Source: an optimization exercise on an open RTL-to-GDS flow (aim: small area). Production flows keep margins and buffers that such runs may drop. The RTL was checked by simulation tests, not by an equivalence proof against the original design. Power is estimated from default activity; no workload was simulated.

==> flow/design.v <==
`timescale 1ns/1ps
`default_nettype none
module ll_mngr (
  input  logic        clk,
  input  logic        reset_n,
  input  logic        cmd_valid,
  input  logic [2:0]  cmd_op,
  input  logic [2:0]  cmd_list,
  input  logic [5:0]  cmd_pos,
  input  logic [15:0] cmd_data,
  output logic        idle,
  output logic        resp_valid,
  output logic [1:0]  resp_status,
  output logic [15:0] resp_data
);
  localparam logic [1:0] S_IDLE = 2'd0;
  localparam logic [1:0] S_WAIT = 2'd1;
  localparam logic [1:0] S_ENDS = 2'd2;
  localparam logic [1:0] S_LAP  = 2'd3;
  logic [511:0] ring_q;
  logic [47:0]  ends_q;
  logic [15:0]  c_q;
  logic [2:0]   k_q;
  logic [4:0]   pos_q;
  logic [1:0]   state_q;
  logic [2:0]   op_q;
  logic [2:0]   lst_q;
  logic [6:0]   x_q;
  logic [5:0]   y_q;
  logic [1:0]   st_q;
  logic         full_q;
  logic         clr_q;
  logic         win_q;
  wire [15:0] d_out = ring_q[511:496];
  wire [5:0]  e_out = ends_q[47:42];
  wire is_ah  = (op_q == 3'd0);
  wire is_at  = (op_q == 3'd1);
  wire is_dh  = (op_q == 3'd2);
  wire is_rp  = (op_q == 3'd3);
  wire is_rc  = (op_q == 3'd4);
  wire is_rt  = (op_q == 3'd5);
  wire is_add = is_ah | is_at;
  wire in_idle = (state_q == S_IDLE);
  wire in_ends = (state_q == S_ENDS);
  wire in_lap  = (state_q == S_LAP);
  wire strobe  = in_idle & cmd_valid;
  wire k_l   = (k_q == lst_q);
  wire k_lm1 = ({1'b0, k_q} + 4'd1) == {1'b0, lst_q};
  wire k_7   = (k_q == 3'd7);
  wire k_gel = (k_q >= lst_q);
  wire e_eq_y = (e_out == y_q);
  wire       sub  = (is_rc & k_lm1) | (is_rp & k_l);
  wire [6:0] opnd = {1'b0, e_out} ^ {7{sub}};
  wire [7:0] sum  = {1'b0, x_q} + {1'b0, opnd} + {7'd0, sub};
  wire       x_ge = sum[7];
  wire acc_en = in_ends & ((is_ah & k_lm1) | (is_at & k_l) | ((is_dh | is_rt) & k_7) |
                           (is_rp & k_lm1) | (is_rc & (k_lm1 | k_l)));
  wire [6:0] x_nx = acc_en ? sum[6:0] : x_q;
  wire y_en   = in_ends & (((is_dh | is_rp) & k_lm1) | (is_add & k_7));
  logic [1:0] st_nx;
  always_comb begin
    st_nx = st_q;
    if (in_ends & k_l & (is_dh | is_rp) & e_eq_y) st_nx = 2'd1;
    else if (in_ends & k_l & is_rp & x_ge)        st_nx = 2'd3;
  end
  wire inc = in_ends & is_add & k_gel & (st_q == 2'd0);
  wire dec = in_ends & is_dh & k_gel & (k_l ? ~e_eq_y : (st_q == 2'd0));
  wire [5:0] e_in = (clr_q | ~reset_n) ? 6'd0 :
                    e_out + (inc ? 6'd1 : dec ? 6'h3f : 6'd0);
  wire ends_done = in_ends & k_7;
  wire go_lap    = (is_add | is_dh | is_rp) & (st_nx == 2'd0);
  wire start_hit = (pos_q == x_q[4:0]);
  wire end_hit   = (pos_q == y_q[4:0]);
  wire win_op    = is_add | is_dh;
  wire inpath    = in_lap & win_op & (win_q | start_hit);
  wire cap       = in_lap & is_rp & start_hit;
  wire lap_end   = (inpath & end_hit) | cap;
  wire [15:0] ring_in = inpath ? c_q : d_out;
  always_ff @(posedge clk) begin
    ring_q <= {ring_q[495:0], ring_in};
    ends_q <= {ends_q[41:0], e_in};
    win_q  <= inpath & ~end_hit;
  end
  always_ff @(posedge clk) begin
    if (!reset_n) begin
      state_q    <= S_IDLE;
      resp_valid <= 1'b0;
      k_q        <= 3'd0;
      pos_q      <= 5'd0;
      clr_q      <= 1'b1;
      full_q     <= 1'b0;
    end else begin
      k_q        <= k_q + 3'd1;
      pos_q      <= pos_q + ((lap_end & is_dh) ? 5'd0 : 5'd1);
      resp_valid <= 1'b0;
      if (k_7) clr_q <= 1'b0;
      if (ends_done) full_q <= e_in[5];
      case (state_q)
        S_IDLE: if (cmd_valid) state_q <= S_WAIT;
        S_WAIT: if (k_7) state_q <= S_ENDS;
        S_ENDS: if (k_7) begin
          if (go_lap) state_q <= S_LAP;
          else begin
            state_q    <= S_IDLE;
            resp_valid <= 1'b1;
          end
        end
        S_LAP: if (lap_end) begin
          state_q    <= S_IDLE;
          resp_valid <= 1'b1;
        end
      endcase
    end
  end
  always_ff @(posedge clk) begin
    if (strobe) begin
      op_q  <= cmd_op;
      lst_q <= cmd_list;
      x_q   <= (cmd_op == 3'd3) ? {1'b0, cmd_pos} : 7'd0;
      y_q   <= 6'd0;
      st_q  <= (cmd_op[2:1] == 2'd0 && full_q) ? 2'd2 : 2'd0;
    end else begin
      x_q <= x_nx;
      if (y_en)   y_q <= e_out;
      st_q <= st_nx;
    end
  end
  always_ff @(posedge clk) begin
    if (strobe)                    c_q <= cmd_data;
    else if (inpath)               c_q <= (is_add & end_hit) ? 16'd0 : d_out;
    else if (cap)                  c_q <= d_out;
    else if (ends_done & ~go_lap)  c_q <= (is_rc | is_rt) ? {10'd0, x_nx[5:0]} : 16'd0;
  end
  assign idle        = in_idle;
  assign resp_status = st_q;
  assign resp_data   = c_q;
endmodule
`default_nettype wire
clock: 5.0 ns
lec_check: 0
cap_margin: 20
core_margin: 2
core_utilization: 45
place_density: 0.6
slew_margin: 20
run.sh (not shown) runs the stock make flow with config.mk's settings and CLKGATE_MAP_FILE= SYNTH_SCRIPT=/design/flow/synth_recipe.tcl, a recipe that flattens the netlist after the stock synthesis.
The first run went through all stages and came out clean.
==> next run, changes <==
CORE_UTILIZATION = 60   (was 45)
CTS_BUF_LIST = sky130_fd_sc_hd__clkbuf_16   (was default)
CTS_CLUSTER_DIAMETER = 100   (was default)
CTS_CLUSTER_SIZE = 25   (was default)
PLACE_DENSITY = 0.7   (was 0.6)
The new run ran to the end with no violations.
Setup slack improved by 0.0079 ns.
Power drops by about a fifth.
Worst hold slack improved by 0.0059 ns.
Design area drops by a little under a tenth.
Routed wire length drops by a few percent.
Critical path depth is unchanged.
Core utilization climbs by 13 points.
==> next run, changes <==
CTS_BUF_LIST = sky130_fd_sc_hd__clkbuf_8   (was sky130_fd_sc_hd__clkbuf_16)
CTS_CLUSTER_DIAMETER = 60   (was 100)
CTS_CLUSTER_SIZE = 14   (was 25)
What happened:
- The new run ran to the end with no violations
- design area hardly moves
- wire length goes up by 1.1%
- worst setup slack gains 0.041 ns

re-timing with driven ports:
How much do the figures lean on ideal ports? The routed layouts below were timed once more, with nothing changed but the port constraints.
Step 1 sets driving cells, clkbuf_16 on the clock port and buf_2 on the other inputs (assumed; they add their load-dependent delay and slew).
Step 2 adds t to the input delays and takes it off the output delays; t is the mean of the earliest and latest rising clock arrival at the registers after step 1. Input paths then give back, and output paths get back, about the clock's delay inside the block.
Three values: ideal, step 1, step 2; two values: the first two.
| run | shift t [ns] | slack for setup (ns) | hold slack, ns | worst register clock-pin slew, ns |
|---|---|---|---|---|
| the first run | 0.599 | 0.986 / 0.986 / 0.986 | 0.310 / 0.310 / 0.310 | 0.06 / 0.06 |
| the second run | 0.602 | 0.994 / 0.994 / 0.994 | 0.316 / 0.316 / 0.316 | 0.11 / 0.11 |
| the third run | 0.613 | 1.035 / 1.035 / 1.035 | 0.315 / 0.315 / 0.315 | 0.09 / 0.09 |
After both steps setup and hold are still met in every run listed.
